From an optimization exercise on the open Yosys and OpenROAD flow, aimed at small area, a short achievable clock period and few clock cycles; shortcuts taken in it are not production practice. At most, simulation tests tie the RTL to the original design; equivalence was not proved. The RTL of run 1 was laid out without a check of its function. Power and IR drop assume default switching activity.

## flow/design.v

```verilog
package icache_pkg;
   localparam int ADDR_W         = 32;
   localparam int FETCH_W        = 64;    
   localparam int MEM_W          = 32;    
   localparam int WORDS_PER_LINE = 2;
   localparam int BEATS_PER_LINE = FETCH_W / MEM_W * WORDS_PER_LINE;
   localparam int LINE_W         = FETCH_W * WORDS_PER_LINE;
   localparam int ID_W           = 8;
   localparam int BYTE_OFF_W = $clog2(FETCH_W / 8);
   localparam int WORD_SEL_W = $clog2(WORDS_PER_LINE);
   localparam int LINE_OFF_W = BYTE_OFF_W + WORD_SEL_W;    
   typedef union packed {
      logic [BEATS_PER_LINE-1:0][MEM_W-1:0]   beats;
      logic [WORDS_PER_LINE-1:0][FETCH_W-1:0] words;
   } line_u;
endpackage
`timescale 1ns/10ps
module icache_top
(
   input  logic                             clk,
   input  logic                             rst_n,
   input  logic                             fetch_req_i,
   input  logic [icache_pkg::ADDR_W-1:0]    fetch_addr_i,
   input  logic [icache_pkg::ID_W-1:0]      fetch_id_i,
   output logic                             fetch_grant_o,
   output logic                             fetch_r_valid_o,
   output logic [icache_pkg::FETCH_W-1:0]   fetch_r_data_o,
   output logic [icache_pkg::ID_W-1:0]      fetch_r_id_o,
   output logic                             mem_ar_valid_o,
   input  logic                             mem_ar_ready_i,
   output logic [icache_pkg::ADDR_W-1:0]    mem_ar_addr_o,
   output logic [7:0]                       mem_ar_len_o,
   input  logic                             mem_r_valid_i,
   output logic                             mem_r_ready_o,
   input  logic [icache_pkg::MEM_W-1:0]     mem_r_data_i,
   input  logic                             mem_r_last_i,
   input  logic                             ctrl_enable_req_i,
   output logic                             ctrl_enable_ack_o,
   input  logic                             ctrl_disable_req_i,
   output logic                             ctrl_disable_ack_o,
   input  logic                             ctrl_flush_req_i,
   output logic                             ctrl_flush_ack_o,
   output logic                             ctrl_pending_o
);
   localparam int QD  = 8;               
   localparam int QW  = $clog2(QD);
   localparam int MD  = 3;               
   localparam int MW  = $clog2(MD + 1);
   logic            enabled_q;
   logic            rdy_q;               
   logic            idle_q;              
   logic            s1_valid_q;
   logic [31:3]     s1_addr_q;
   logic [7:0]      s1_id_q;
   logic [15:0]     s1_soh_q;            
   logic [23:0]     s1_t0_q, s1_t1_q;    
   logic [1:0]      s1_v_q;
   logic            s1_rr_q;
   logic [23:0]     tags_q  [16][2];
   logic [1:0]      valid_q [16];
   logic            rr_q    [16];
   logic [63:0]     data_q  [64];
   logic [7:0]      q_id    [QD];
   logic            q_miss  [QD];
   logic [3:0]      q_set   [QD];
   logic            q_way   [QD];
   logic            q_word  [QD];
   logic [QW-1:0]   q_head_q, q_tail_q;
   logic [QW:0]     q_cnt_q;
   logic            hd_miss_q;
   logic [3:0]      hd_set_q;
   logic            hd_way_q, hd_word_q;
   logic [63:0]     hd_oh_q;
   logic [31:3]     m_addr  [MD];
   logic            m_byp   [MD];
   logic            m_way   [MD];
   logic            m_hold  [MD];
   logic [MW-1:0]   m_cnt_q;
   logic            ar_valid_q;
   logic            r_ready_q;
   logic            pend_q;
   logic            b_act_q;
   logic            b_byp_q;
   logic            b_hold_q;
   logic [3:0]      b_set_q;
   logic            b_way_q;
   logic [1:0]      b_beat_q;
   logic            b_ans_q;             
   logic [QW:0]     lines_q;             
   logic            r_valid_q;
   logic [7:0]      r_id_q;
   logic [63:0]     r_data_q;
   logic grant;
   assign grant              = fetch_req_i & rdy_q;
   assign fetch_grant_o      = grant;
   assign ctrl_enable_ack_o  = ctrl_enable_req_i & idle_q;
   assign ctrl_disable_ack_o = ctrl_disable_req_i & idle_q;
   assign ctrl_flush_ack_o   = ctrl_flush_req_i & idle_q;
   assign ctrl_pending_o     = pend_q;
   logic [3:0]  s1_set;
   logic [23:0] s1_tag;
   logic        h0, h1, hit, victim, way;
   logic        do_fill;             
   logic        push_m;              
   logic        conflict;
   assign s1_set = s1_addr_q[7:4];
   assign s1_tag = s1_addr_q[31:8];
   assign h0      = s1_v_q[0] & (s1_t0_q == s1_tag);
   assign h1      = s1_v_q[1] & (s1_t1_q == s1_tag);
   assign hit     = h0 | h1;
   assign victim  = ~s1_v_q[0] ? 1'b0 : ~s1_v_q[1] ? 1'b1 : s1_rr_q;
   assign way     = hit ? h1 : victim;
   assign do_fill = s1_valid_q & enabled_q & ~hit;
   assign push_m  = s1_valid_q & ~(enabled_q & hit);
   always_comb
   begin
      conflict = 1'b0;
      for (int i = 0; i < QD; i++)
         if (QW'(i - int'(q_head_q)) < q_cnt_q &&
             q_set[i] == s1_set && q_way[i] == victim)
            conflict = 1'b1;
   end
   logic [15:0] g_soh;
   logic [23:0] g_t0, g_t1;
   logic [1:0]  g_v;
   logic        g_rr, g_fw;
   always_comb
   begin
      g_soh = 16'(1) << fetch_addr_i[7:4];
      g_t0  = '0;
      g_t1  = '0;
      g_v   = '0;
      g_rr  = 1'b0;
      for (int s = 0; s < 16; s++)
      begin
         g_t0 = g_t0 | (tags_q[s][0] & {24{g_soh[s]}});
         g_t1 = g_t1 | (tags_q[s][1] & {24{g_soh[s]}});
         g_v  = g_v  | (valid_q[s]   & {2{g_soh[s]}});
         g_rr = g_rr | (rr_q[s] & g_soh[s]);
      end
   end
   assign g_fw = do_fill & (fetch_addr_i[7:4] == s1_set);
   logic        ar_hs, beat_ok, last_ok;
   logic        head_valid;
   assign head_valid = q_cnt_q != '0;
   assign mem_ar_valid_o = ar_valid_q;
   assign mem_ar_addr_o  = {m_addr[0][31:4], m_byp[0] & m_addr[0][3], 3'b000};
   assign mem_ar_len_o   = {6'd0, ~m_byp[0], 1'b1};
   assign mem_r_ready_o  = r_ready_q;
   assign ar_hs   = ar_valid_q & mem_ar_ready_i;
   assign beat_ok = r_ready_q & mem_r_valid_i;
   assign last_ok = beat_ok & mem_r_last_i;
   logic        pop_arr, pop_cap, pop_byp, pop;
   logic        match, word_pend, miss_pend, ans_now;
   logic [63:0] rd_word;
   assign match     = r_ready_q & ~b_byp_q & ~(hd_miss_q & b_ans_q) &
                      (b_set_q == hd_set_q) & (b_way_q == hd_way_q);
   assign word_pend = match & (hd_word_q | ~b_beat_q[1]);
   assign miss_pend = hd_miss_q & (lines_q == '0);
   assign pop_cap   = head_valid & enabled_q & word_pend & beat_ok &
                      (b_beat_q == {hd_word_q, 1'b1});
   assign pop_arr   = head_valid & enabled_q & ~word_pend & (~miss_pend | match);
   assign pop_byp   = beat_ok & b_byp_q & (b_beat_q == 2'd1);
   assign pop       = pop_arr | pop_cap | pop_byp;
   assign ans_now   = (pop_arr | pop_cap) & miss_pend;
   always_comb
   begin
      rd_word = '0;
      for (int e = 0; e < 64; e++)
         rd_word = rd_word | (data_q[e] & {64{hd_oh_q[e]}});
   end
   assign fetch_r_valid_o = r_valid_q;
   assign fetch_r_id_o    = r_id_q;
   assign fetch_r_data_o  = r_data_q;
   logic [QW:0]   q_cnt_n;
   logic [MW-1:0] m_cnt_n;
   logic          s1_valid_n, b_act_n, b_hold_n;
   logic [MW-1:0] m_wr;
   logic [QW-1:0] q_head_n, q_head1;
   logic          nh_s1;              
   logic [5:0]    s_word, h1_word, nh_word;
   logic [63:0]   s_oh, h1_oh;
   assign q_cnt_n    = q_cnt_q + (QW+1)'(s1_valid_q) - (QW+1)'(pop);
   assign m_cnt_n    = m_cnt_q + MW'(push_m) - MW'(ar_hs);
   assign s1_valid_n = fetch_req_i & rdy_q;
   assign b_act_n    = ar_hs | (b_act_q & ~last_ok);
   assign m_wr       = m_cnt_q - MW'(ar_hs);
   assign b_hold_n   = ar_hs ? (m_hold[0] & ~m_byp[0])
                             : b_hold_q & ~(head_valid & hd_miss_q & (lines_q == '0));
   assign q_head_n   = q_head_q + QW'(pop);
   assign q_head1    = q_head_q + 1'b1;
   assign nh_s1      = q_cnt_q == (QW+1)'(pop);
   assign s_word     = {way, s1_set, s1_addr_q[3]};
   assign h1_word    = {q_way[q_head1], q_set[q_head1], q_word[q_head1]};
   assign s_oh       = 64'(1) << s_word;
   assign h1_oh      = 64'(1) << h1_word;
   assign nh_word    = nh_s1 ? s_word : pop ? h1_word
                                            : {hd_way_q, hd_set_q, hd_word_q};
   always_ff @(posedge clk or negedge rst_n)
   begin
      if (!rst_n)
      begin
         enabled_q  <= 1'b0;
         rdy_q      <= 1'b0;
         idle_q     <= 1'b0;
         s1_valid_q <= 1'b0;
         q_head_q   <= '0;
         q_tail_q   <= '0;
         q_cnt_q    <= '0;
         ar_valid_q <= 1'b0;
         r_ready_q  <= 1'b0;
         pend_q     <= 1'b0;
         b_hold_q   <= 1'b0;
         m_cnt_q    <= '0;
         b_act_q    <= 1'b0;
         b_beat_q   <= '0;
         b_ans_q    <= 1'b0;
         lines_q    <= '0;
         r_valid_q  <= 1'b0;
         for (int s = 0; s < 16; s++)
         begin
            valid_q[s] <= '0;
            rr_q[s]    <= 1'b0;
         end
      end
      else
      begin
         if (ctrl_enable_ack_o)
            enabled_q <= 1'b1;
         else if (ctrl_disable_ack_o)
            enabled_q <= 1'b0;
         s1_valid_q <= s1_valid_n;
         rdy_q  <= (q_cnt_q + (QW+1)'(s1_valid_q) + (QW+1)'(s1_valid_n)
                    <= (QW+1)'(QD - 1)) &&
                   (m_cnt_q + MW'(s1_valid_q) + MW'(s1_valid_n) <= MW'(MD - 1));
         idle_q <= ~s1_valid_n & ~s1_valid_q & (q_cnt_q == '0) & (m_cnt_q == '0) &
                   ~b_act_q;
         if (s1_valid_q)
            q_tail_q <= q_tail_q + 1'b1;
         q_head_q <= q_head_n;
         q_cnt_q  <= q_cnt_n;
         m_cnt_q    <= m_cnt_n;
         ar_valid_q <= (m_cnt_n != '0) & ~b_act_n;
         r_ready_q  <= b_act_n & ~b_hold_n;
         pend_q     <= s1_valid_n | (q_cnt_n != '0) | pop;
         b_hold_q   <= b_hold_n;
         b_act_q <= b_act_n;
         if (ar_hs)
            b_beat_q <= '0;
         else if (beat_ok)
            b_beat_q <= b_beat_q + 1'b1;
         lines_q <= lines_q + (QW+1)'(last_ok & ~b_byp_q & ~b_ans_q & ~ans_now)
                            - (QW+1)'((pop_arr | pop_cap) & hd_miss_q & ~miss_pend);
         if (ar_hs)
            b_ans_q <= 1'b0;
         else if (ans_now)
            b_ans_q <= 1'b1;
         r_valid_q <= pop;
         for (int s = 0; s < 16; s++)
         begin
            if (ctrl_flush_ack_o)
               valid_q[s] <= '0;
            else if (do_fill & s1_soh_q[s])
            begin
               valid_q[s][victim] <= 1'b1;
               rr_q[s]            <= ~rr_q[s];
            end
         end
      end
   end
   always_ff @(posedge clk)
   begin
      s1_addr_q <= fetch_addr_i[31:3];
      s1_id_q   <= fetch_id_i;
      s1_soh_q  <= g_soh;
      s1_t0_q   <= (g_fw & ~victim) ? s1_tag : g_t0;
      s1_t1_q   <= (g_fw &  victim) ? s1_tag : g_t1;
      s1_v_q    <= g_v | (g_fw ? (victim ? 2'b10 : 2'b01) : 2'b00);
      s1_rr_q   <= g_rr ^ g_fw;
      for (int s = 0; s < 16; s++)
         if (do_fill & s1_soh_q[s])
            tags_q[s][victim] <= s1_tag;
      if (s1_valid_q)
      begin
         q_id[q_tail_q]   <= s1_id_q;
         q_miss[q_tail_q] <= ~hit;
         q_set[q_tail_q]  <= s1_set;
         q_way[q_tail_q]  <= way;
         q_word[q_tail_q] <= s1_addr_q[3];
      end
      hd_miss_q <= nh_s1 ? ~hit : pop ? q_miss[q_head1] : hd_miss_q;
      hd_set_q  <= nh_word[4:1];
      hd_way_q  <= nh_word[5];
      hd_word_q <= nh_word[0];
      hd_oh_q   <= nh_s1 ? s_oh : pop ? h1_oh : hd_oh_q;
      for (int i = 0; i < MD; i++)
      begin
         if (push_m && MW'(i) == m_wr)
         begin
            m_addr[i] <= s1_addr_q;
            m_byp[i]  <= ~enabled_q;
            m_way[i]  <= victim;
            m_hold[i] <= conflict;
         end
         else if (ar_hs && i < MD - 1)
         begin
            m_addr[i] <= m_addr[i+1];
            m_byp[i]  <= m_byp[i+1];
            m_way[i]  <= m_way[i+1];
            m_hold[i] <= m_hold[i+1];
         end
      end
      if (ar_hs)
      begin
         b_byp_q  <= m_byp[0];
         b_set_q  <= m_addr[0][7:4];
         b_way_q  <= m_way[0];
      end
      for (int e = 0; e < 64; e++)
      begin
         if (beat_ok & ~b_byp_q & ({b_way_q, b_set_q, b_beat_q[1]} == 6'(e)))
         begin
            if (b_beat_q[0])
               data_q[e][63:32] <= mem_r_data_i;
            else
               data_q[e][31:0]  <= mem_r_data_i;
         end
      end
      if (pop_arr)
      begin
         r_id_q   <= q_id[q_head_q];
         r_data_q <= rd_word;
      end
      else if (pop_cap)
      begin
         r_id_q   <= q_id[q_head_q];
         r_data_q <= {mem_r_data_i, rd_word[31:0]};
      end
      else if (beat_ok & b_byp_q)
      begin
         if (b_beat_q == 2'd0)
            r_data_q[31:0]  <= mem_r_data_i;
         else
         begin
            r_data_q[63:32] <= mem_r_data_i;
            r_id_q          <= q_id[q_head_q];
         end
      end
   end
endmodule
```

## flow/run.sh

```bash
#!/bin/bash
# synth_recipe.tcl (not shown) runs the flow's synth.tcl, then flattens the netlist and writes it again
# the make line also repeats each setting of config.mk as NAME=value (left out here)
make -C /OpenROAD-flow-scripts/flow DESIGN_CONFIG=/design/flow/config.mk WORK_HOME=/design/flow/orfs CLKGATE_MAP_FILE= SYNTH_SCRIPT=/design/flow/synth_recipe.tcl finish
```

## flow/config.mk

```make
export PLATFORM = sky130hd
export DESIGN_NAME = icache_top
export DESIGN_NICKNAME = icache_top
export VERILOG_FILES = /design/flow/design.v
export SDC_FILE = /design/flow/constraint.sdc
export NUM_CORES = 4
export LEC_CHECK = 0
export CAP_MARGIN = 20
export CORE_MARGIN = 2
export CORE_UTILIZATION = 40
export SETUP_SLACK_MARGIN = 4.4
export SLEW_MARGIN = 20
```

## flow/constraint.sdc

```tcl
create_clock -name core_clock -period 8.0 [get_ports {clk}]
set_input_delay 1.6000 -clock core_clock [delete_from_list [all_inputs] [get_ports {clk}]]
set_output_delay 1.6000 -clock core_clock [all_outputs]
set_load 0.01 [all_outputs]
```

==> flow_metrics.tcl, run 1 <==
set metrics [dict create \
    crit_type "flop to flop" \
    cts_made_buffers 547 \
    gp_congestion 0.862 \
    ios 201 \
    cts_root_buf "clkbuf_16" \
    wl_um 795000 \
    min_period_ns 3.76 \
    antenna_found_initial 60 \
    rsz0062_at_grt "true" \
    worstReg2RegEnd "r_data_q[45]" \
    use_met1 0.401 \
    grt_pass1_vias 115000 \
    start_util 0.401 \
    p_leak_nw 72.2 \
    maxSlewViolCount 0 \
    use_met3 0.107 \
    synth_xor_area_frac 0.00593 \
    hold_path_startpoint "m_way[0]" \
    synth_async_sr_flop_share 0.0142 \
    fin_nets 10900 \
    drive_gt1_frac 0.172 \
    fin_crit_sh 0.470 \
    synth.distinct_cells 59 \
    fin_setup_tns_ns 0 \
    worstSkewPairLatency_ns 1.11 \
    reg2reg_from "hd_oh_q[25]" \
    top_usage_layer "met2" \
    worst-path-max-fanout 29 \
    crit_start "hd_oh_q[25]" \
    synth.area.mux_share 0.0110 \
    viasPerCell 7.00 \
    h-tree-depth 6 \
    status "no timing/DRC/antenna violations" \
    vias 124000 \
    dr.pass1.iters 8 \
    grt_overflow 0 \
    worst_clock_skew_ns 0.0794 \
    syn_to_final_growth_pct 17.1 \
    clk_path_buf_depth 4 \
    cp.required_ns 8.70 \
    cp.arrival_ns 4.46 \
    synth_top_family_by_area "compound AO/OA/AOI/OAI gates" \
    r2r_cells 6 \
    die_x_um 702 \
    worst_setup_path_end_kind "flop" \
    drc 0 \
    hold_viol 0 \
    met2_usage 0.467 \
    drv_cap 0 \
    clock.fmax_ghz 0.266 \
    holdBufCountCts 0 \
    avgSynthCellArea_um2 19.5 \
    track_usage 0.313 \
    maxSlewHeadroom 0.172 \
    drt_iter0_markers 26800 \
    die_area_mm2 0.493 \
    hold_end "b_way_q" \
    dieHeight_um 702 \
    place.port_buffers 187 \
    cts_sinks 5410 \
    hold_slack_ns 0.429 \
    synth_top_flop_cell "edfxtp_1" \
    synthCells 9985 \
    dpl.hpwl_um 415000 \
    fp.coreArea_mm2 0.486 \
    synth-edff-count 5229 \
    grt_max_degree 101 \
    min_path_type "flop to flop" \
    synth-simple-area-share 0.0239 \
    cts_tree "built" \
    worst_slew_pin_slew_ns 1.24 \
    clk_pin_slew_ns 0.06 \
    ant_nets 0 \
    seq_area_frac_synth 0.825 \
    yosys.area_share.adder 0.00226 \
    powerDensity_mw_per_mm2 333 \
    grt_pass1_wl_um 1040000 \
    syn_area_mm2 0.195 \
    cp-start-kind "flop" \
    rows 256 \
    ys.warnings.count 8 \
    wl_per_cell_um 44.9 \
    hold_depth 0 \
    irDropWorstVdd_uv 412 \
    ys_ff_latch 5410 \
    synth_compound_area_frac 0.117 \
    rrSetupSlack_ns 4.24 \
    setup_viol 0 \
]
-- timing repair --
item / in CTS / in global routing
pin swaps: 82 / 10
endpoints found under the setup margin: 5120 / 510
hold endpoints to repair: 0 / 0
gates resized for setup: 325 / 53
gates cloned: 6 / 1
buffers inserted: 200 / 18
-- logic make-up after synthesis --
group / Yosys count
flops: 5410
simple gates: 880
other cells: 2
buf+inv: 715
mux: 154
fa+ha+maj: 34
compound gates: 2658
xor+xnor: 132
-- cells in the mapped netlist (all sizes together), types with 17 or more instances --
cell type	n	share of area
nand4	323	0.010
nand3	61	0.0016
dfxtp	104	0.011
mux4	30	0.0035
a22o	1195	0.054
nor4	83	0.0027
mux2	122	0.0074
inv	43	0.00083
o22ai	34	0.0011
o32ai	30	0.0013
dfrtp	77	0.0099
nand2	122	0.0023
a221oi	1195	0.054
ha	32	0.0021
a22oi	67	0.0026
edfxtp	5229	0.80
o21ai	38	0.00097
buf	288	0.0067
a21oi	45	0.0012
xnor2	55	0.0025
xor2	77	0.0035
o21a	33	0.0013
nor2	192	0.0037
clkbuf	384	0.0074
and3	35	0.0011
nor3	17	0.00044
-- area by class of cell --
class / count / area [µm²]
Clock buffer: 716 / 14700
Inverter: 43 / 171
Sequential cell: 5410 / 161000
Clock inverter: 259 / 2360
Multi-Input combinational cell: 3873 / 32900
Fill cell: 39700 / 257000
Antenna cell: 51 / 128
Timing Repair Buffer: 927 / 9090
Tap cell: 6450 / 8070
-- how the worst max path moves through the flow --
stage	end	slack (ns)	cells after the start
detailed placement	data_q[57][35]	1.93	7
global route	mem_ar_len_o[1]	4.35	3
floorplan	data_q[16][0]	3.86	6
CTS	mem_ar_addr_o[3]	4.27	4
global placement	data_q[57][53]	1.92	7
finish	r_data_q[45]	4.24	6
-- flip-flops by register name, indices dropped and copies added, names as in the netlist, 8 cells and up --
| register | count |
|---|---|
| q_miss | 8 |
| q_set | 32 |
| m_addr | 87 |
| tags_q | 768 |
| q_word | 8 |
| data_q | 4096 |
| r_data_q | 64 |
| s1_t0_q | 24 |
| s1_id_q | 8 |
| q_way | 8 |
| r_id_q | 8 |
| s1_soh_q | 16 |
| valid_q | 32 |
| s1_addr_q | 29 |
| q_id | 64 |
| rr_q | 16 |
| s1_t1_q | 24 |
| hd_oh_q | 64 |
-- where the power goes --
part	leakage, nW	switching [mW]	internal (mW)
Sequential	49.0	0.846	32.1
Clock	8.27	11.1	13.9
Combinational	14.9	13.2	4.84
-- critical path, stage by stage, from the launching register on --
cell and delay (ns):
edfxtp_1 0.32, buf_4 0.87, buf_4 0.71, a221oi_1 0.20, nand4_1 0.21, nor4_1 0.12
o21ai_0 0.93
-- through the flow --
| step | std cells | total power [mW] | setup slack (ns) | util | cell area, µm² |
|---|---|---|---|---|---|
| after floorplan | 9993 | 41.0 | 3.86 | - | 196000 |
| after global placement | 16500 | 50.2 | 1.92 | 0.428 | 208000 |
| after detailed placement | 16500 | 50.3 | 1.93 | 0.429 | 208000 |
| after CTS | 17700 | 74.9 | 4.27 | 0.469 | 228000 |
| after global routing | 17700 | 76.8 | 4.35 | 0.470 | 228000 |
| final | 17700 | 76.0 | 4.24 | 0.470 | 228000 |
-- placed cells by master (no fill, tap or decap), types with 107 or more instances in the layout --
| master | instances |
|---|---|
| edfxtp_1 | 5229 |
| a221oi_1 | 1189 |
| clkbuf_1 | 145 |
| buf_4 | 586 |
| buf_12 | 115 |
| nand2_1 | 107 |
| clkbuf_16 | 559 |
| a22o_1 | 1195 |
| nand4_1 | 323 |
| nor2_4 | 137 |
-- routing by layer --
metal / vias to the layer above / wire length (µm)
met3: 2888 / 131000
li1: 44600 / -
met4: 39 / 55400
met5: - / 513
met2: 13100 / 345000
met1: 63500 / 263000
==> run 2: changes to the inputs <==
--- a/flow/design.v
+++ b/flow/design.v
@@ -144,7 +144,7 @@
    logic        head_valid;
    assign head_valid = q_cnt_q != '0;
    assign mem_ar_valid_o = ar_valid_q;
-   assign mem_ar_addr_o  = {m_addr[0][31:4], m_byp[0] & m_addr[0][3], 3'b000};
+   assign mem_ar_addr_o  = {m_addr[0], 3'b000};
    assign mem_ar_len_o   = {6'd0, ~m_byp[0], 1'b1};
    assign mem_r_ready_o  = r_ready_q;
    assign ar_hs   = ar_valid_q & mem_ar_ready_i;
@@ -297,7 +297,7 @@
       begin
          if (push_m && MW'(i) == m_wr)
          begin
-            m_addr[i] <= s1_addr_q;
+            m_addr[i] <= {s1_addr_q[31:4], s1_addr_q[3] & ~enabled_q};
             m_byp[i]  <= ~enabled_q;
             m_way[i]  <= victim;
             m_hold[i] <= conflict;
==> run 2 against run 1 <==
Effect of this change:
- count of clock-buffer cells in the layout is 21 lower
- critical path depth is 1 higher
- global-route usage is 0.50 points lower
- still clean on timing, DRC and antenna
- largest power group unchanged
- design area is 0.59% lower
==> flow_metrics.tcl, run 2 <==
set metrics [dict create \
    ys_ff_latch 5410 \
    ys.warnings.count 8 \
    start_util 0.401 \
    fin_nets 10900 \
    ant_nets 0 \
    viasPerCell 6.97 \
    rows 256 \
    yosysTopAreaCellShare 0.806 \
    synth.distinct_cells 61 \
    yosys.area_share.adder 0.00226 \
    cp-start-kind "flop" \
    maxSlewHeadroom 0.157 \
    worst_clock_skew_ns 0.132 \
    synth_async_sr_flop_share 0.0142 \
    grt_max_degree 106 \
    syn_to_final_growth_pct 16.6 \
    vias 123000 \
    track_usage 0.308 \
    clk_path_buf_depth 4 \
    clk_pin_slew_ns 0.06 \
    fin_cells 17700 \
    p_seq_frac 0.434 \
    min_period_ns 3.80 \
    seq_area_frac_synth 0.827 \
    drt_iter0_markers 27800 \
    largestRegisters "data_q x4096, tags_q x768, m_addr x87" \
    place_area_mm2 0.208 \
    worst_setup_path_end_kind "flop" \
    grt_pass1_wl_um 1020000 \
    synth-edff-count 5229 \
    power.switching_mw 24.9 \
    fin_setup_tns_ns 0 \
    rrSetupSlack_ns 4.20 \
    cts_tree "built" \
    hold_viol 0 \
    status "no timing/DRC/antenna violations" \
    postLayoutCellArea_mm2 0.227 \
    dpl.cell_count 16500 \
    r2r_cells 7 \
    wl_per_cell_um 44.2 \
    dpl.hpwl_um 392000 \
    syn_area_mm2 0.195 \
    synthCells 9967 \
    drv_cap 0 \
    p_comb_frac 0.238 \
    cts_made_buffers 550 \
    fillers 40100 \
    clock.fmax_ghz 0.263 \
    yosys.area.top_type "edfxtp_1" \
    setup_viol 0 \
    hold_depth 0 \
    p_clk_frac 0.329 \
    worst_slew_pin_slew_ns 1.26 \
    largest_reg_flops 4096 \
    maxSlewViolCount 0 \
    die_x_um 702 \
    synth_xor_area_frac 0.00589 \
    synth_top_flop_cell "edfxtp_1" \
    largest_register "data_q" \
    ios 201 \
    cts_sinks 5410 \
    gp_congestion 0.857 \
    place.port_buffers 187 \
    wl_um 780000 \
    grt_pass1_vias 114000 \
    h-tree-depth 6 \
    min_path_type "flop to flop" \
    internal_power_mw 50.6 \
    worstSkewPairLatency_ns 1.14 \
    crit_type "flop to flop" \
    cp.required_ns 8.76 \
    synth.area.top_cells "edfxtp_1, a221oi_1, a22o_1, dfxtp_1, nand4_1" \
    final_cell_mix "edfxtp_1, a22o_1, a221oi_1" \
    powerDensity_mw_per_mm2 333 \
    grt_overflow 0 \
    synth_compound_area_frac 0.115 \
    drc 0 \
    worst-path-max-fanout 24 \
    die_area_mm2 0.492 \
    cp.arrival_ns 4.55 \
    fp.coreArea_mm2 0.486 \
    synth.most_common_cell "edfxtp_1" \
    synth_common_cells "edfxtp_1, a221oi_1, a22o_1, clkbuf_1, nand4_1" \
    dr.pass1.iters 8 \
    synth_top_family_by_area "compound AO/OA/AOI/OAI gates" \
    final_common_cell "edfxtp_1" \
    synth-simple-area-share 0.0250 \
    antenna_found_initial 65 \
    finalWorstSetupSlack_ns 4.20 \
    rsz0062_at_grt "true" \
    pre_cts_ws_ns 1.95 \
    dieHeight_um 702 \
    synth.area.mux_share 0.0107 \
    irDropWorstVdd_uv 440 \
    p_leak_nw 71.6 \
    cts_root_buf "clkbuf_16" \
    drive_gt1_frac 0.162 \
    p_sw_frac 0.330 \
    avgSynthCellArea_um2 19.5 \
    fin_crit_sh 0.475 \
    post-route-util 0.468 \
]
run 2: final timing paths:
kind,start,to
max,hd_oh_q[10],r_data_q[34]
min,m_way[0],b_way_q
max reg2reg,hd_oh_q[10],r_data_q[34]
min reg2reg,m_way[0],b_way_q
max in group asynchronous,rst_n,idle_q
min in group asynchronous,rst_n,ar_valid_q
run 2: per-stage QoR:
stage	hold slack (ns)	power [mW]
2_1_floorplan	0.400	40.9
3_3_place_gp	0.414	50.1
3_5_place_dp	0.411	50.2
4_1_cts	0.443	74.5
5_1_grt	0.463	76.4
6_report	0.446	75.5
run 2: logic make-up (layout without fill, tap and decap cells):
group | after synthesis | after routing
DFF | 5410 | 5410
AOI/OAI and AO/OA | 2635 | 2635
and+or+nand+nor | 933 | 940
buffers and inverters | 673 | 1848
muxes | 149 | 149
xor gates and xnor gates | 131 | 131
adders and majority gates | 34 | 34
other | 2 | 60
run 2: final cells by class:
cell class                 instances  area (µm²)  area share
tap                             6450        8070      0.0355
timing repair buffer             839        8100      0.0357
sequential                      5410      161000       0.709
antenna                           50         125    0.000551
clock inverter                   272        2350      0.0103
clock buffer                     695       14600      0.0645
inverter                          42         168    0.000738
multi-input combinational       3899       32600       0.144
run 2: routing by layer:
layer,vias up,global-route usage,share of wire
met2,12900,0.455,0.43
met5,-,0,0.00034
li1,44400,-,-
met4,42,0.184,0.073
met1,62900,0.399,0.33
met3,2892,0.0972,0.16
run 2: worst max-delay path: stages, from the launching register on:
cell	delay [ns]
edfxtp_1	0.34
buf_4	0.53
buf_4	0.59
buf_6	0.58
a221oi_1	0.23
nand4_1	0.29
nor4_1	0.14
a21oi_1	0.79
run 2: timing repair:
action,4_1_cts,5_1_grt
gates resized for setup,241,44
buffers inserted,158,7
endpoints found under the setup margin,4961,1143
gates cloned,6,1
pin swaps,82,3
hold buffers,0,0
run 2: power by group through the flow:
stage / registers (mW) / logic (mW) / clock network, mW
6_report: 32.7 / 18.0 / 24.8
2_1_floorplan: 33.1 / 7.85 / 0
5_1_grt: 32.8 / 17.8 / 25.8
4_1_cts: 32.8 / 16.9 / 24.8
3_3_place_gp: 33.4 / 16.8 / 0
3_5_place_dp: 33.4 / 16.9 / 0
Testbench counts of run 2, summed over its fixed seeds: cycles 42,056.
==> run 3: changes to the inputs <==
--- a/flow/config.mk
+++ b/flow/config.mk
@@ -7,6 +7,7 @@
 export LEC_CHECK = 0
 export CAP_MARGIN = 20
 export CORE_MARGIN = 2
-export CORE_UTILIZATION = 40
+export CORE_UTILIZATION = 50
+export CTS_BUF_LIST = sky130_fd_sc_hd__clkbuf_8
 export SETUP_SLACK_MARGIN = 4.4
 export SLEW_MARGIN = 20
==> run 3 against run 2 <==
Effect of this change:
- die area is 20% lower
- core utilization is 11 points higher
- largest cell class unchanged
- still clean on timing, DRC and antenna
- combinational power hardly changed
- highest routed layer unchanged
- synthesized area unchanged
==> flow_metrics.tcl, run 3 <==
set metrics [dict create \
    ys.warnings.count 8 \
    cp.required_ns 6.40 \
    cp.arrival_ns 2.22 \
    crit_type "flop to primary output" \
    fin_nets 11100 \
    synthCells 9967 \
    die_x_um 628 \
    synth_async_sr_flop_share 0.0142 \
    synth.area.top_cells "edfxtp_1, a221oi_1, a22o_1, dfxtp_1, nand4_1" \
    wl_per_cell_um 46.1 \
    fp.coreArea_mm2 0.388 \
    power.total_mw 72.2 \
    cp-start-kind "flop" \
    ys_ff_latch 5410 \
    clock.fmax_ghz 0.262 \
    track_usage 0.384 \
    setup_viol 0 \
    worst_clock_skew_ns 0.0809 \
    dr.pass1.iters 9 \
    yosys.area.top_type "edfxtp_1" \
    crit_start "idle_q" \
    rows 229 \
    final_cell_mix "edfxtp_1, a22o_1, a221oi_1" \
    place.port_buffers 187 \
    cts_root_buf "clkbuf_8" \
    hold_viol 0 \
    grt_max_degree 115 \
    syn_area_mm2 0.195 \
    viasPerCell 7.34 \
    largest_reg_flops 4096 \
    drv_cap 0 \
    maxSlewViolCount 0 \
    clk_pin_slew_ns 0.07 \
    crit_buf_inv 3 \
    largest_register "data_q" \
    gp_congestion 0.858 \
    wl_um 780000 \
    grt_pass1_wl_um 1020000 \
    irDropWorstVdd_uv 421 \
    seq_area_frac_synth 0.827 \
    worst_setup_path_end_kind "primary output" \
    grt_pass1_vias 116000 \
    p_leak_nw 72.2 \
    synth_common_cells "edfxtp_1, a221oi_1, a22o_1, clkbuf_1, nand4_1" \
    synth_top_flop_cell "edfxtp_1" \
    grt_overflow 0 \
    cp_slowest_cell "dfrtp_2" \
    min_path_type "input port to async pin" \
    die_area_mm2 0.394 \
    synth.distinct_cells 61 \
    cts_made_buffers 825 \
    drc 0 \
    crit_family "buffers and inverters" \
    ant_nets 0 \
    cp_cell_sequence "buf_8 > nand2_8 > inv_6 > clkbuf_2" \
    powerDensity_mw_per_mm2 322 \
    fin_setup_tns_ns 0 \
    synth-edff-count 5229 \
    avgSynthCellArea_um2 19.5 \
    rsz0062_at_grt "true" \
    cts_sinks 5410 \
    dpl.hpwl_um 388000 \
    clk_path_buf_depth 4 \
    h-tree-depth 6 \
    synth.most_common_cell "edfxtp_1" \
    worstSkewPairLatency_ns 1.36 \
    ios 201 \
    start_util 0.502 \
    worst-path-max-fanout 5 \
    critical_path.max_stage_delay_ns 0.39 \
    drt_iter0_markers 26700 \
    reg2reg_from "hd_oh_q[34]" \
    final_common_cell "edfxtp_1" \
    maxSlewHeadroom 0.160 \
    min_period_ns 3.82 \
    vias 124000 \
    status "no timing/DRC/antenna violations" \
    drive_gt1_frac 0.184 \
    cts_tree "built" \
    worst_slew_pin_slew_ns 1.26 \
    dieHeight_um 628 \
    largestRegisters "data_q x4096, tags_q x768, m_addr x87" \
    syn_to_final_growth_pct 15.0 \
    antenna_found_initial 53 \
    yosysTopAreaCellShare 0.806 \
    fin_crit_sh 0.478 \
]
run 3: cell types whose count changed in the layout (fill, tap and decap cells not counted), sizes merged, moves of 3 or more:
| cell | before | now |
|---|---|---|
| inv | 72 | 348 |
| clkbuf | 697 | 877 |
| clkinv | 213 | 295 |
| dlygate4sd2 | 80 | 13 |
| buf | 694 | 752 |
| clkdlybuf4s15 | 0 | 42 |
| clkdlybuf4s50 | 59 | 40 |
| diode | 50 | 33 |
| bufinv | 21 | 14 |
| clkinvlp | 8 | 14 |
| dlymetal6s2s | 4 | 1 |
run 3: per-layer routing:
layer  vias up  GRT usage  part of all wire
met5         -          0           0.00036
met2     13000      0.569              0.43
li1      45000          -                 -
met1     63400      0.511              0.34
met3      2714      0.122              0.16
met4        44      0.203             0.068
run 3: what timing repair did:
action                      CTS  global route
setup endpoints to repair  3806          1161
cloned                        3             8
hold buffers                  0             0
gates resized for setup     432            92
setup buffers               135            37
pin swaps                    61            22
run 3: worst paths after layout:
check,end,slack [ns],depth (start not counted)
worst max-delay path,ctrl_flush_ack_o,4.18,4
worst min-delay path,rr_q[11],0.15,1
worst max register to register,r_data_q[52],4.22,6
worst min register to register,b_way_q,0.47,0
max in group asynchronous,idle_q,6.59,2
min in group core_clock,b_way_q,0.47,0
run 3: through the flow:
| step | util | setup slack, ns | cells | hold slack [ns] | area (µm²) |
|---|---|---|---|---|---|
| after CTS | 0.574 | 3.75 | 16900 | 0.0801 | 223000 |
| final | 0.577 | 4.18 | 16900 | 0.149 | 224000 |
| after global placement | 0.530 | 1.91 | 15200 | 0.450 | 206000 |
| after floorplan | - | 3.90 | 9975 | 0.400 | 195000 |
| after global routing | 0.576 | 4.14 | 16900 | 0.139 | 224000 |
| after detailed placement | 0.532 | 1.96 | 15200 | 0.449 | 206000 |
run 3: kinds of logic (layout without fill, tap and decap cells):
| family | after synthesis | after routing | synth area share |
|---|---|---|---|
| XOR/XNOR | 131 | 131 | 0.00589 |
| other | 2 | 43 | 0.0000386 |
| flip-flops | 5410 | 5410 | 0.827 |
| multiplexers | 149 | 149 | 0.0107 |
| adder cells (fa/ha/maj) | 34 | 34 | 0.00226 |
| buffers and inverters | 673 | 2396 | 0.0137 |
| AO/OA/AOI/OAI | 2635 | 2635 | 0.115 |
| AND/OR/NAND/NOR | 933 | 940 | 0.0250 |
run 3: report_power, final:
part	switching, mW	internal [mW]
registers	0.584	32.1
clock network	11.0	10.5
logic	13.2	4.69
total	24.8	47.4
run 3: final cells by class:
cell class	count	area (µm²)
Clock buffer	870	12000
Timing Repair Buffer	855	8350
Antenna cell	33	82.6
Clock inverter	629	3200
Sequential cell	5410	161000
Tap cell	5197	6500
Multi-Input combinational cell	3899	32500
Fill cell	28900	164000
Inverter	42	163
run 3: worst register-to-register path, cell delays in order (launching register included):
cell	delay [ns]
edfxtp_1	0.72
buf_4	0.38
buf_4	0.36
a221oi_1	0.76
nand4_1	0.28
nor4_1	0.57
a21oi_1	0.36
==> run 4: changes to the inputs <==
--- a/flow/design.v
+++ b/flow/design.v
@@ -326,25 +326,11 @@
                data_q[e][31:0]  <= mem_r_data_i;
          end
       end
-      if (pop_arr)
-      begin
-         r_id_q   <= q_id[q_head_q];
-         r_data_q <= rd_word;
-      end
-      else if (pop_cap)
-      begin
-         r_id_q   <= q_id[q_head_q];
-         r_data_q <= {mem_r_data_i, rd_word[31:0]};
-      end
-      else if (beat_ok & b_byp_q)
-      begin
-         if (b_beat_q == 2'd0)
-            r_data_q[31:0]  <= mem_r_data_i;
-         else
-         begin
-            r_data_q[63:32] <= mem_r_data_i;
-            r_id_q          <= q_id[q_head_q];
-         end
-      end
+      r_id_q <= q_id[q_head_q];
+      if (enabled_q)
+         r_data_q[31:0] <= rd_word[31:0];
+      else if (beat_ok & ~b_beat_q[0])
+         r_data_q[31:0] <= mem_r_data_i;
+      r_data_q[63:32] <= (pop_cap | ~enabled_q) ? mem_r_data_i : rd_word[63:32];
    end
 endmodule
--- a/flow/config.mk
+++ b/flow/config.mk
@@ -7,7 +7,6 @@
 export LEC_CHECK = 0
 export CAP_MARGIN = 20
 export CORE_MARGIN = 2
-export CORE_UTILIZATION = 50
-export CTS_BUF_LIST = sky130_fd_sc_hd__clkbuf_8
-export SETUP_SLACK_MARGIN = 4.4
+export CORE_UTILIZATION = 40
+export SETUP_SLACK_MARGIN = 4.6
 export SLEW_MARGIN = 20
==> run 4 against run 3 <==
Effect of this change:
- still clean
- global-route usage is 7.3 points lower
- combinational power is 25% lower
- total power is 1.7% lower
- design area is 1.9% higher
- core utilization is 10 points lower
- critical path depth is 2 higher
- non-clock buffer count is 61 higher
- worst hold slack better by 0.29 ns
- cell count is 5.6% higher
- register-to-register slack better by 0.08 ns
- critical path type is now flop to flop
==> flow_metrics.tcl, run 4 <==
set metrics [dict create \
    p_leak_nw 71.7 \
    fillers 39500 \
    cp_slowest_cell "buf_4" \
    holdBufCountCts 0 \
    crit_top_cell "buf_4" \
    fin_crit_sh 0.463 \
    synth_top_family_by_area "compound AO/OA/AOI/OAI gates" \
    synth.distinct_cells 65 \
    syn_area_mm2 0.194 \
    synth_async_sr_flop_share 0.0142 \
    track_usage 0.311 \
    largest_reg_flops 4096 \
    cts_tree "built" \
    wl_per_cell_um 44.1 \
    maxSlewHeadroom 0.174 \
    syn_to_final_growth_pct 17.5 \
    pre_cts_ws_ns 1.66 \
    final_common_cell "edfxtp_1" \
    worstSkewPairLatency_ns 1.11 \
    dpl.cell_count 16600 \
    post-route-util 0.473 \
    hold_depth 0 \
    yosys.area.top_type "edfxtp_1" \
    crit_type "flop to flop" \
    cp-start-kind "flop" \
    h-tree-depth 6 \
    synth_compound_area_frac 0.111 \
    synth-simple-area-share 0.0294 \
    cp_cell_sequence "buf_4 > buf_4 > a221oi_1 > nand4_1 > nor4_1 > a21oi_2" \
    avgSynthCellArea_um2 19.2 \
    yosysTopAreaCellShare 0.802 \
    vias 124000 \
    min_path_type "flop to flop" \
    cp.required_ns 8.92 \
    drive_gt1_frac 0.171 \
    top_usage_layer "met2" \
    use_met3 0.0970 \
    drc 0 \
    maxSlewViolCount 0 \
    clk_path_buf_depth 4 \
    fp.coreArea_mm2 0.483 \
    place_area_mm2 0.207 \
    ant_nets 0 \
    cts_made_buffers 549 \
    largestRegisters "data_q x4096, tags_q x768, m_addr x87" \
    start_util 0.402 \
    powerDensity_mw_per_mm2 311 \
    fin_setup_tns_ns 0 \
    largest_register "data_q" \
    setup_viol 0 \
    synthCells 10100 \
    r2r_cells 6 \
    fin_cells 17900 \
    grt_pass1_wl_um 1030000 \
    die_x_um 701 \
    reg2reg_from "hd_oh_q[15]" \
    place.port_buffers 187 \
    grt_pass1_vias 116000 \
    cts_sinks 5410 \
    worstReg2RegEnd "r_data_q[53]" \
    die_area_mm2 0.491 \
    viasPerCell 6.94 \
    use_met1 0.398 \
    synth.area.mux_share 0.0105 \
    worst_setup_path_end_kind "flop" \
    dr.pass1.iters 8 \
    hold_end "b_way_q" \
    gp_congestion 0.868 \
    clk_pin_slew_ns 0.06 \
    worst_clock_skew_ns 0.0974 \
    ios 201 \
    postLayoutCellArea_mm2 0.228 \
    worst_slew_pin_slew_ns 1.23 \
    synth_common_cells "edfxtp_1, a221oi_1, a22o_1, a22oi_1, clkbuf_1" \
    yosys.area_share.adder 0.00220 \
    antenna_found_initial 61 \
    cts_root_buf "clkbuf_16" \
    status "no timing/DRC/antenna violations" \
    wl_um 789000 \
    drv_cap 0 \
    dieHeight_um 701 \
    rows 255 \
    clock.fmax_ghz 0.270 \
    power.total_mw 70.9 \
    min_period_ns 3.70 \
    hold_viol 0 \
    seq_area_frac_synth 0.827 \
    rsz0062_at_grt "true" \
    worst-path-max-fanout 26 \
    synth.most_common_cell "edfxtp_1" \
    synth_xor_area_frac 0.00599 \
    met2_usage 0.462 \
    ys_ff_latch 5410 \
    ys.warnings.count 8 \
    hold_path_startpoint "m_way[0]" \
    drt_iter0_markers 27100 \
    rrSetupSlack_ns 4.30 \
    synth-edff-count 5189 \
    hold_slack_ns 0.443 \
    fin_nets 11100 \
    dpl.hpwl_um 401000 \
    synth_top_flop_cell "edfxtp_1" \
    final_cell_mix "edfxtp_1, a221oi_1, a22o_1" \
    irDropWorstVdd_uv 285 \
    synth.area.top_cells "edfxtp_1, a221oi_1, a22o_1, a22oi_1, dfxtp_1" \
    finalWorstSetupSlack_ns 4.30 \
    critical_path.max_stage_delay_ns 0.75 \
    grt_max_degree 107 \
    grt_overflow 0 \
    cp.arrival_ns 4.62 \
]
## run 4: cell types whose count changed in the layout (fill, tap and decap cells not counted), moves of 162 or more
cell       change
clkbuf_8     -857
a22oi_1      +566
clkbuf_16    +561
a22o_1       -330
a221oi_1     -298
inv_1        -278
clkbuf_1     +162
## run 4: worst max-delay path by stage
stage / to / startpoint / cells after the start / slack [ns]
floorplan: data_q[26][32] / mem_r_valid_i / 5 / 4.11
global placement: data_q[35][49] / mem_r_valid_i / 7 / 1.66
detailed placement: data_q[35][49] / mem_r_valid_i / 7 / 1.66
CTS: ctrl_flush_ack_o / ctrl_flush_req_i / 4 / 4.41
global route: ctrl_flush_ack_o / ctrl_flush_req_i / 4 / 4.41
finish: r_data_q[53] / hd_oh_q[15] / 6 / 4.30
## run 4: critical path, delay by kind of cell (launching register included)
kind | cells | cell delay (ns)
AOI/OAI and AO/OA | 2 | 0.86
buffers and inverters | 2 | 1.43
DFF | 1 | 0.55
and+or+nand+nor | 2 | 0.67
## run 4: per-layer routing
layer | vias to the layer above | part of all wire
met4 | 34 | 0.079
met5 | - | 0.00032
met2 | 13200 | 0.43
met3 | 2974 | 0.16
li1 | 44800 | -
met1 | 63000 | 0.33
## run 4: power by group
group | total (mW) | switching (mW) | internal [mW]
sequential | 32.5 | 0.583 | 31.9
combinational | 13.5 | 9.79 | 3.75
clock | 24.9 | 11.0 | 13.9
total | 70.9 | 21.4 | 49.5
## run 4: timing repair
action                                  in CTS  in global routing
endpoints found under the hold margin        0                  0
pin swaps                                   99                  7
buffers inserted                           212                 14
resized for setup                          493                 48
gates cloned                                 4                  3
endpoints found under the setup margin    5320                302
## run 4: final cells by class
cell class / instances / area, µm² / share of cell area
Antenna cell: 39 / 97.6 / 0.000428
Multi-Input combinational cell: 4048 / 32800 / 0.144
Sequential cell: 5410 / 161000 / 0.704
Inverter: 40 / 164 / 0.000718
Clock buffer: 742 / 15000 / 0.0655
Timing Repair Buffer: 916 / 9220 / 0.0404
Tap cell: 6425 / 8040 / 0.0352
Clock inverter: 259 / 2190 / 0.00960
## run 4: cells by family (layout without fill, tap and decap cells)
logic type               count (synthesis)  after routing
AND/OR/NAND/NOR                       1094           1101
buffers and inverters                  661           1957
adder cells (fa/ha/maj)                 33             33
multiplexers                           152            152
AO/OA/AOI/OAI                         2620           2620
XOR/XNOR                               132            132
other                                    2             49
flip-flops                            5410           5410
Testbench counts of run 4, summed over its fixed seeds: cycles 42,056.
==> run 5: changes to the inputs <==
--- a/flow/design.v
+++ b/flow/design.v
@@ -44,7 +44,7 @@
 );
    localparam int QD  = 8;               
    localparam int QW  = $clog2(QD);
-   localparam int MD  = 3;               
+   localparam int MD  = 2;               
    localparam int MW  = $clog2(MD + 1);
    logic            enabled_q;
    logic            rdy_q;               
@@ -189,6 +189,15 @@
                              : b_hold_q & ~(head_valid & hd_miss_q & (lines_q == '0));
    assign q_head_n   = q_head_q + QW'(pop);
    assign q_head1    = q_head_q + 1'b1;
+   logic          q_room0, q_room1, m_room0, m_room1;
+   logic [QW+1:0] q_need;
+   logic [MW:0]   m_need;
+   assign q_need  = (QW+2)'(q_cnt_q) + (QW+2)'(s1_valid_q) + (QW+2)'(s1_valid_n);
+   assign m_need  = (MW+1)'(m_cnt_q) + (MW+1)'(s1_valid_n) - (MW+1)'(ar_hs);
+   assign q_room0 = q_need <= (QW+2)'(QD - 1);
+   assign q_room1 = q_need <= (QW+2)'(QD);
+   assign m_room0 = m_need <= (MW+1)'(MD - 1);
+   assign m_room1 = m_need <= (MW+1)'(MD - 2);
    assign nh_s1      = q_cnt_q == (QW+1)'(pop);
    assign s_word     = {way, s1_set, s1_addr_q[3]};
    assign h1_word    = {q_way[q_head1], q_set[q_head1], q_word[q_head1]};
@@ -230,9 +239,7 @@
          else if (ctrl_disable_ack_o)
             enabled_q <= 1'b0;
          s1_valid_q <= s1_valid_n;
-         rdy_q  <= (q_cnt_q + (QW+1)'(s1_valid_q) + (QW+1)'(s1_valid_n)
-                    <= (QW+1)'(QD - 1)) &&
-                   (m_cnt_q + MW'(s1_valid_q) + MW'(s1_valid_n) <= MW'(MD - 1));
+         rdy_q  <= (pop ? q_room1 : q_room0) & (push_m ? m_room1 : m_room0);
          idle_q <= ~s1_valid_n & ~s1_valid_q & (q_cnt_q == '0) & (m_cnt_q == '0) &
                    ~b_act_q;
          if (s1_valid_q)
--- a/flow/config.mk
+++ b/flow/config.mk
@@ -7,6 +7,6 @@
 export LEC_CHECK = 0
 export CAP_MARGIN = 20
 export CORE_MARGIN = 2
-export CORE_UTILIZATION = 40
+export CORE_UTILIZATION = 55
 export SETUP_SLACK_MARGIN = 4.6
 export SLEW_MARGIN = 20
==> run 5 against run 4 <==
Effect of this change:
- still clean
- count of clock-buffer cells in the layout grew 10
- register-to-register slack gained 0.03 ns
- critical path depth is the same
- synthesized cell count grew 3.8%
- design area shrank 0.84%
- clock skew shrank 0.040 ns
- critical path type unchanged
- critical endpoint is now r_data_q[13]
- largest cell class unchanged
==> flow_metrics.tcl, run 5 <==
set metrics [dict create \
    largestRegisters "data_q x4096, tags_q x768" \
    worst-path-max-fanout 42 \
    syn_area_mm2 0.194 \
    yosysTopAreaCellShare 0.797 \
    powerDensity_mw_per_mm2 318 \
    crit_type "flop to flop" \
    place.port_buffers 187 \
    rsz0062_at_grt "true" \
    grt_overflow 0 \
    dr.pass1.iters 9 \
    start_util 0.552 \
    crit_buf_inv 2 \
    final_common_cell "edfxtp_1" \
    rows 218 \
    ys_ff_latch 5378 \
    critical_path.max_stage_delay_ns 0.79 \
    cts_made_buffers 550 \
    maxSlewViolCount 0 \
    p_leak_nw 72.1 \
    synth.most_common_cell "edfxtp_1" \
    clk_pin_slew_ns 0.06 \
    fin_setup_tns_ns 0 \
    status "no timing/DRC/antenna violations" \
    dieHeight_um 598 \
    worstSkewPairLatency_ns 1.09 \
    die_x_um 598 \
    fin_crit_sh 0.460 \
    cp-start-kind "flop" \
    irDropWorstVdd_uv 340 \
    synth_common_cells "edfxtp_1, a22oi_1, a221oi_1, a22o_1, nor2_1" \
    hold_viol 0 \
    min_path_type "input port to async pin" \
    final_cell_mix "edfxtp_1, a22oi_1, clkbuf_16" \
    synth_async_sr_flop_share 0.0143 \
    wl_um 804000 \
    min_period_ns 3.68 \
    synth_top_flop_cell "edfxtp_1" \
    fp.coreArea_mm2 0.352 \
    yosys.area.top_type "edfxtp_1" \
    synth.distinct_cells 69 \
    cts_root_buf "clkbuf_16" \
    die_area_mm2 0.358 \
    seq_area_frac_synth 0.822 \
    ant_nets 0 \
    hold_slack_ns 0.362 \
    maxSlewHeadroom 0.100 \
    worst_setup_path_end_kind "flop" \
    postLayoutCellArea_mm2 0.226 \
    cp.required_ns 8.71 \
    ys.warnings.count 8 \
    drv_cap 0 \
    cp.arrival_ns 4.39 \
    gp_congestion 0.888 \
    clock.fmax_ghz 0.272 \
    h-tree-depth 6 \
    vias 127000 \
    synth-edff-count 5157 \
    track_usage 0.443 \
    worst_clock_skew_ns 0.0570 \
    syn_to_final_growth_pct 16.5 \
    synth.area.top_cells "edfxtp_1, a22oi_1, a221oi_1, a22o_1, dfxtp_1" \
    grt_pass1_wl_um 1050000 \
    viasPerCell 7.67 \
    cp_slowest_cell "nor4_1" \
    antenna_found_initial 57 \
    grt_pass1_vias 117000 \
    grt_max_degree 99 \
    fin_nets 11500 \
    crit_family "simple AND/OR/NAND/NOR gates" \
    dpl.hpwl_um 411000 \
    cts_sinks 5378 \
    setup_viol 0 \
    clk_path_buf_depth 4 \
    ios 201 \
    avgSynthCellArea_um2 18.5 \
    drive_gt1_frac 0.167 \
    synthCells 10500 \
    worst_slew_pin_slew_ns 1.34 \
    largest_reg_flops 4096 \
    drt_iter0_markers 29800 \
    cts_tree "built" \
    drc 0 \
    largest_register "data_q" \
    place_area_mm2 0.206 \
    cp_cell_sequence "buf_12 > buf_4 > a221oi_1 > nand4_1 > nor4_1 > a21oi_2" \
    wl_per_cell_um 48.6 \
]
## run 5: routing by layer
metal	vias to the layer above	share of wire	GRT usage
met2	14000	0.42	0.638
met4	32	0.075	0.259
met3	3037	0.17	0.150
met1	64100	0.33	0.591
met5	-	0.00037	0.00201
li1	45700	-	-
## run 5: cell families after synthesis
kind of cell | count (synthesis) | synth area share
buffers and inverters | 676 | 0.0136
adder cells (fa/ha/maj) | 41 | 0.00280
other | 2 | 0.0000387
XOR/XNOR | 125 | 0.00564
flip-flops | 5378 | 0.822
multiplexers | 171 | 0.0123
AO/OA/AOI/OAI | 2676 | 0.108
AND/OR/NAND/NOR | 1418 | 0.0354
## run 5: worst paths after layout
kind                       slack (ns)  cells after the start      endpoint         from
max                              4.32                      6  r_data_q[13]  hd_oh_q[33]
min                              0.36                      1    s1_valid_q        rst_n
max reg2reg                      4.32                      6  r_data_q[13]  hd_oh_q[33]
min reg2reg                      0.43                      0       b_way_q     m_way[0]
max in group asynchronous        6.47                      2     enabled_q        rst_n
min in group core_clock          0.43                      0       b_way_q     m_way[0]
## run 5: timing repair
action                                 in CTS  in global routing
gates resized for setup                   303                109
pin swaps                                  83                 19
endpoints found under the hold margin       0                  0
hold buffers                                0                  0
cloned                                      4                  2
setup endpoints to repair                4514                723
setup buffers                             181                 32
## run 5: per-stage QoR
stage | setup slack, ns | std cells | utilization | power (mW)
2_1_floorplan | 3.99 | 10500 | - | 39.0
3_3_place_gp | 2.34 | 15300 | 0.584 | 45.9
3_5_place_dp | 2.30 | 15300 | 0.585 | 46.0
4_1_cts | 4.46 | 16500 | 0.640 | 70.7
5_1_grt | 4.41 | 16500 | 0.642 | 72.8
6_report | 4.32 | 16500 | 0.642 | 71.9
## run 5: area by class of cell
cell class,instances,area [µm²]
sequential,5378,160000
fill,24200,126000
multi-input combinational,4445,34100
clock buffer,752,15300
timing repair buffer,914,8970
tap,4730,5920
clock inverter,233,1920
inverter,49,195
antenna,47,118
## run 5: where the power goes
part	switching (mW)	internal [mW]
registers	0.490	31.6
clock network	10.8	14.2
logic	10.7	4.03
total	22.1	49.8
## run 5: worst register-to-register path, stage by stage, from the launching register on
cell      delay, ns
edfxtp_1       0.41
buf_12         0.26
buf_4          0.62
a221oi_1       0.62
nand4_1        0.25
nor4_1         0.79
a21oi_2        0.37
Testbench counts of run 5, summed over its fixed seeds: cycles 41,931.
==> run 6: changes to the inputs <==
--- a/flow/config.mk
+++ b/flow/config.mk
@@ -7,6 +7,6 @@
 export LEC_CHECK = 0
 export CAP_MARGIN = 20
 export CORE_MARGIN = 2
-export CORE_UTILIZATION = 55
+export CORE_UTILIZATION = 40
 export SETUP_SLACK_MARGIN = 4.6
 export SLEW_MARGIN = 20
==> run 6 against run 5 <==
Effect of this change:
- combinational power rose by 4%
- flip-flop and latch count did not move
- clock skew rose by 0.089 ns
- count of clock-buffer cells in the layout fell by 46
- critical endpoint is now ctrl_flush_ack_o
- clock power rose by 2%
- maximum frequency rose by 1.3%
- critical path depth fell by 2
- highest routed layer unchanged
- worst hold slack got worse by 0.040 ns
- synthesized cell count did not move
- register-to-register slack improved by 0.15 ns
- design area rose by 1.3%
- routed wire length barely moved
==> flow_metrics.tcl, run 6 <==
set metrics [dict create \
    h-tree-depth 6 \
    cp_cell_sequence "buf_12 > nand2_8 > inv_8 > buf_6" \
    cts_made_buffers 554 \
    synthCells 10500 \
    reg2reg_from "b_set_q[1]" \
    yosys.area.top_type "edfxtp_1" \
    fin_setup_tns_ns 0 \
    fillers 39900 \
    cp-start-kind "input port" \
    rows 255 \
    vias 127000 \
    drv_cap 0 \
    r2r_cells 14 \
    cp.required_ns 6.40 \
    status "no timing/DRC/antenna violations" \
    worstSkewPairLatency_ns 1.12 \
    clock.fmax_ghz 0.275 \
    place.port_buffers 187 \
    ys_ff_latch 5378 \
    final_cell_mix "edfxtp_1, a22oi_1, clkbuf_16" \
    synth_common_cells "edfxtp_1, a22oi_1, a221oi_1, a22o_1, nor2_1" \
    fp.coreArea_mm2 0.483 \
    rsz0062_at_grt "true" \
    track_usage 0.316 \
    drive_gt1_frac 0.176 \
    dr.pass1.iters 18 \
    synth.distinct_cells 69 \
    min_period_ns 3.63 \
    drc 0 \
    cts_tree "built" \
    syn_to_final_growth_pct 17.9 \
    maxSlewViolCount 0 \
    clk_path_buf_depth 4 \
    largest_reg_flops 4096 \
    avgSynthCellArea_um2 18.5 \
    crit_buf_inv 3 \
    worst_clock_skew_ns 0.146 \
    syn_area_mm2 0.194 \
    worst_slew_pin_slew_ns 1.27 \
    ant_nets 0 \
    crit_type "input port to primary output" \
    start_util 0.402 \
    maxSlewHeadroom 0.153 \
    die_x_um 701 \
    irDropWorstVdd_uv 347 \
    min_path_type "input port to async pin" \
    rrSetupSlack_ns 4.47 \
    largest_register "data_q" \
    wl_per_cell_um 44.0 \
    fin_crit_sh 0.454 \
    cts_root_buf "clkbuf_16" \
    ys.warnings.count 8 \
    holdBufCountCts 0 \
    seq_area_frac_synth 0.822 \
    antenna_found_initial 54 \
    largestRegisters "data_q x4096, tags_q x768" \
    cp_slowest_cell "inv_8" \
    die_area_mm2 0.491 \
    critical_path.max_stage_delay_ns 0.13 \
    yosysTopAreaCellShare 0.797 \
    cts_sinks 5378 \
    pre_cts_ws_ns 2.05 \
    synth.area.top_cells "edfxtp_1, a22oi_1, a221oi_1, a22o_1, dfxtp_1" \
    cp.arrival_ns 2.03 \
    wl_um 803000 \
    dieHeight_um 701 \
    setup_viol 0 \
    synth_top_flop_cell "edfxtp_1" \
    gp_congestion 0.873 \
    viasPerCell 6.98 \
    crit_family "buffers and inverters" \
    clk_pin_slew_ns 0.06 \
    synth-edff-count 5157 \
    fin_nets 11500 \
    dpl.hpwl_um 416000 \
    p_leak_nw 72.3 \
    grt_pass1_wl_um 1050000 \
    grt_max_degree 94 \
    drt_iter0_markers 28500 \
    ios 201 \
    finalWorstSetupSlack_ns 4.37 \
    synth.most_common_cell "edfxtp_1" \
    powerDensity_mw_per_mm2 318 \
    hold_slack_ns 0.322 \
    synth_async_sr_flop_share 0.0143 \
    hold_viol 0 \
    worstReg2RegEnd "hd_oh_q[22]" \
    worst-path-max-fanout 2 \
    worst_setup_path_end_kind "primary output" \
    grt_pass1_vias 118000 \
    grt_overflow 0 \
    final_common_cell "edfxtp_1" \
]
[run 6: area by class of cell]
class,instances,area (µm²),share of cell area
Sequential cell,5378,160000,0.697
Multi-Input combinational cell,4448,34400,0.150
Clock buffer,706,14800,0.0645
Timing Repair Buffer,911,9060,0.0395
Tap cell,6425,8040,0.0351
Clock inverter,284,2790,0.0122
Inverter,49,204,0.000890
Antenna cell,44,110,0.000481
[run 6: cells by family (layout without fill, tap and decap cells)]
kind of cell | after synthesis | count (layout) | share of synthesized area
and+or+nand+nor | 1418 | 1424 | 0.0354
adders and majority gates | 41 | 41 | 0.00280
xor gates and xnor gates | 125 | 125 | 0.00564
buffers and inverters | 676 | 1950 | 0.0136
muxes | 171 | 171 | 0.0123
other | 2 | 54 | 0.0000387
DFF | 5378 | 5378 | 0.822
AOI/OAI and AO/OA | 2676 | 2677 | 0.108
[run 6: per-stage QoR]
step	instances	util	total power, mW	area (µm²)
final	18200	0.474	72.9	229000
after global routing	18200	0.474	73.8	229000
after CTS	18200	0.472	71.5	228000
after detailed placement	17000	0.431	46.1	208000
after global placement	17000	0.430	46.0	208000
after floorplan	10500	-	39.0	196000
[run 6: worst max-delay path by stage]
stage                            end              from  slack, ns  cells after the start
floorplan                     pend_q     mem_r_valid_i       3.99                     15
global route        ctrl_flush_ack_o  ctrl_flush_req_i       4.38                      4
detailed placement    data_q[54][44]     mem_r_valid_i       2.05                      7
finish              ctrl_flush_ack_o  ctrl_flush_req_i       4.37                      4
global placement      data_q[62][54]     mem_r_valid_i       1.93                      7
CTS                 ctrl_flush_ack_o  ctrl_flush_req_i       4.37                      4
[run 6: repair_timing]
item | 4_1_cts | 5_1_grt
gates cloned | 5 | 2
gates resized for setup | 403 | 150
pin swaps | 76 | 35
endpoints found under the setup margin | 4502 | 1211
buffers inserted | 163 | 38
[run 6: layer usage]
metal	global-route usage	wire length, µm
met4	0.191	60100
met3	0.104	134000
met5	0.00431	161
met2	0.463	342000
met1	0.410	267000
[run 6: report_power, final]
part	internal, mW	switching, mW
combinational	4.26	11.1
sequential	31.6	0.507
clock	14.2	11.2
==> run 7: changes to the inputs <==
--- a/flow/config.mk
+++ b/flow/config.mk
@@ -5,8 +5,8 @@
 export SDC_FILE = /design/flow/constraint.sdc
 export NUM_CORES = 4
 export LEC_CHECK = 0
-export CAP_MARGIN = 20
+export CAP_MARGIN = 10
 export CORE_MARGIN = 2
 export CORE_UTILIZATION = 40
 export SETUP_SLACK_MARGIN = 4.6
-export SLEW_MARGIN = 20
+export SLEW_MARGIN = 10
==> run 7 against run 6 <==
Effect of this change:
- non-clock buffer count down 6
- sequential power about the same
- clock power about the same
- via count down 0.68%
- cell count about the same
- global-route usage up 0.064 points
- maximum frequency up 0.12%
- first-iteration DRC count up 3.6%
- setup slack better by 0.0043 ns
- critical endpoint unchanged
- highest routed layer unchanged
==> flow_metrics.tcl, run 7 <==
set metrics [dict create \
    final_common_cell "edfxtp_1" \
    worstReg2RegEnd "hd_oh_q[51]" \
    fin_crit_sh 0.453 \
    min_path_type "input port to async pin" \
    multi_input_area_mm2 0.0343 \
    rows 255 \
    synth.area.mux_share 0.0123 \
    holdBufCountCts 0 \
    met2_usage 0.464 \
    drive_gt1_frac 0.173 \
    viasPerCell 6.93 \
    final_cell_mix "edfxtp_1, a22oi_1, buf_4" \
    wl_per_cell_um 44.1 \
    gp_congestion 0.873 \
    hold_slack_ns 0.328 \
    fin_nets 11500 \
    setup_viol 0 \
    grt_pass1_wl_um 1050000 \
    maxSlewViolCount 0 \
    place.port_buffers 187 \
    synth_top_family_by_area "compound AO/OA/AOI/OAI gates" \
    die_x_um 701 \
    power.total_mw 73.0 \
    r2r_cells 14 \
    synth-edff-count 5157 \
    yosys.area.top_type "edfxtp_1" \
    dpl.hpwl_um 413000 \
    cts_made_buffers 552 \
    cp-start-kind "input port" \
    dieHeight_um 701 \
    drt_iter0_markers 29500 \
    syn_to_final_growth_pct 17.9 \
    synth_common_cells "edfxtp_1, a22oi_1, a221oi_1, a22o_1, nor2_1" \
    synth_compound_area_frac 0.108 \
    area.sequential_mm2 0.160 \
    yosys.area_share.adder 0.00280 \
    reg2reg_from "b_set_q[0]" \
    top_usage_layer "met2" \
    crit_type "input port to primary output" \
    largest_reg_flops 4096 \
    worst_setup_path_end_kind "primary output" \
    wl_um 805000 \
    worst-path-max-fanout 2 \
    pre_cts_ws_ns 2.03 \
    worstSkewPairLatency_ns 1.14 \
    fin_setup_tns_ns 0 \
    synth_async_sr_flop_share 0.0143 \
    irDropWorstVdd_uv 422 \
    use_met3 0.107 \
    avgSynthCellArea_um2 18.5 \
    rrSetupSlack_ns 4.40 \
    largestRegisters "data_q x4096, tags_q x768" \
    synth_xor_area_frac 0.00564 \
    cp.required_ns 6.40 \
    fp.coreArea_mm2 0.483 \
    fillers 39900 \
    synthCells 10500 \
    drc 0 \
    synth.most_common_cell "edfxtp_1" \
    powerDensity_mw_per_mm2 319 \
    clk_pin_slew_ns 0.06 \
    synth.area.top_cells "edfxtp_1, a22oi_1, a221oi_1, a22o_1, dfxtp_1" \
    cp.arrival_ns 2.03 \
    rsz0062_at_grt "true" \
    seq_area_frac_synth 0.822 \
    vias 126000 \
    yosysTopAreaCellShare 0.797 \
    synth_top_flop_cell "edfxtp_1" \
    maxSlewHeadroom 0.102 \
    h-tree-depth 6 \
    syn_area_mm2 0.194 \
    worst_slew_pin_slew_ns 1.35 \
    grt_overflow 0 \
    ios 201 \
    ys_ff_latch 5378 \
    post-route-util 0.474 \
    cts_sinks 5378 \
    p_leak_nw 72.2 \
    antenna_found_initial 57 \
    cts_root_buf "clkbuf_16" \
    use_met1 0.411 \
    worst_clock_skew_ns 0.145 \
    cts_tree "built" \
    min_period_ns 3.63 \
    largest_register "data_q" \
    grt_pass1_vias 118000 \
    start_util 0.402 \
    ys.warnings.count 8 \
    dr.pass1.iters 7 \
    finalWorstSetupSlack_ns 4.37 \
    synth.distinct_cells 69 \
    grt_max_degree 94 \
    clock.fmax_ghz 0.276 \
    synth-simple-area-share 0.0354 \
    clk_path_buf_depth 4 \
    status "no timing/DRC/antenna violations" \
    drv_cap 0 \
    track_usage 0.317 \
    hold_viol 0 \
    ant_nets 0 \
    die_area_mm2 0.491 \
]
[run 7: cell types whose count changed in the layout (fill, tap and decap cells not counted), sizes merged, moves of 4 or more]
| cell | before | now |
|---|---|---|
| clkinv | 206 | 216 |
| buf | 782 | 773 |
| bufinv | 32 | 39 |
| diode | 44 | 37 |
| nor2 | 460 | 465 |
| clkdlybuf4s15 | 42 | 46 |
[run 7: where the power goes]
part	switching [mW]	total (mW)	internal [mW]
Clock	11.3	25.7	14.4
Sequential	0.508	32.1	31.6
Combinational	11.0	15.2	4.20
Total	22.8	73.0	50.2
[run 7: worst max path at each step]
stage | end | from | slack, ns
CTS | ctrl_flush_ack_o | ctrl_flush_req_i | 4.37
global placement | data_q[62][54] | mem_r_valid_i | 1.93
floorplan | pend_q | mem_r_valid_i | 3.99
global route | hd_oh_q[54] | b_set_q[0] | 4.34
finish | ctrl_flush_ack_o | ctrl_flush_req_i | 4.37
detailed placement | data_q[54][44] | mem_r_valid_i | 2.03
[run 7: per-stage QoR]
stage / instance area, µm² / std cells
3_3_place_gp: 208000 / 17000
3_5_place_dp: 208000 / 17000
2_1_floorplan: 196000 / 10500
6_report: 229000 / 18300
5_1_grt: 229000 / 18200
4_1_cts: 228000 / 18200
[run 7: repair_timing]
action                      CTS  global route
hold endpoints to repair      0             0
buffers inserted            162            45
pin swaps                    70            44
setup endpoints to repair  4732           810
resized for setup           393           123
cloned                       12             2
[run 7: per-layer routing]
layer	vias up	routed length, µm
met2	13900	342000
met4	14	60200
met1	63900	265000
met5	-	84
met3	2993	137000
li1	45700	-
[run 7: kinds of logic after synthesis]
logic type,count (synthesis)
AOI/OAI and AO/OA,2676
xor gates and xnor gates,125
adders and majority gates,41
buffers and inverters,676
DFF,5378
muxes,171
other,2
and+or+nand+nor,1418
[run 7: final cells by class]
class                   count  share of cell area
diodes                     37            0.000404
repair buffers            905              0.0385
clock buffers             706              0.0642
inverters                  49            0.000880
well taps                6425              0.0351
flip-flops and latches   5378               0.698
multi-input cells        4453               0.150
clock inverters           297              0.0135
[run 7: critical path: stages]
cell     delay [ns]
buf_12         0.11
nand2_8        0.12
inv_8          0.07
buf_6          0.12

[afterwards: timing with drivers on the ports]
How much do the figures lean on ideal ports? The routed layouts below were timed once more, with nothing changed but the port constraints. Step 1 (the two cells are an assumption about what drives the block):
set clk [get_ports {clk}]
set_driving_cell -lib_cell sky130_fd_sc_hd__clkbuf_16 $clk
set_driving_cell -lib_cell sky130_fd_sc_hd__buf_2 [delete_from_list [all_inputs] $clk]
Step 2 times the ports against the registers' clock, not the clock port: input delays grow and output delays shrink by t, the midpoint of the rising clock arrivals with the driver on. a / b / c = ideal / step 1 / step 2; a / b = the first two.
run	t (ns)	setup WS [ns]	hold WS [ns]	worst slew at a driven data input, ns
run 1	1.194	4.237 / 4.237 / 3.268	0.429 / 0.429 / 0.429	0.28
run 2	1.188	4.202 / 4.202 / 3.405	0.446 / 0.446 / 0.446	0.28
run 3	1.419	4.180 / 4.070 / 3.012	0.149 / 0.084 / 0.467	0.29
run 4	1.175	4.295 / 4.295 / 3.549	0.443 / 0.416 / 0.443	0.29
run 5	1.183	4.321 / 4.321 / 3.411	0.362 / 0.274 / 0.429	0.32
run 6	1.171	4.369 / 4.306 / 3.392	0.322 / 0.267 / 0.412	0.32
run 7	1.169	4.374 / 4.305 / 3.379	0.328 / 0.287 / 0.477	0.31
After both steps setup and hold are still met in every run listed. The setup slack of run 3, which loses most, moves by -0.110 ns with the drivers and by -1.168 ns with both steps.
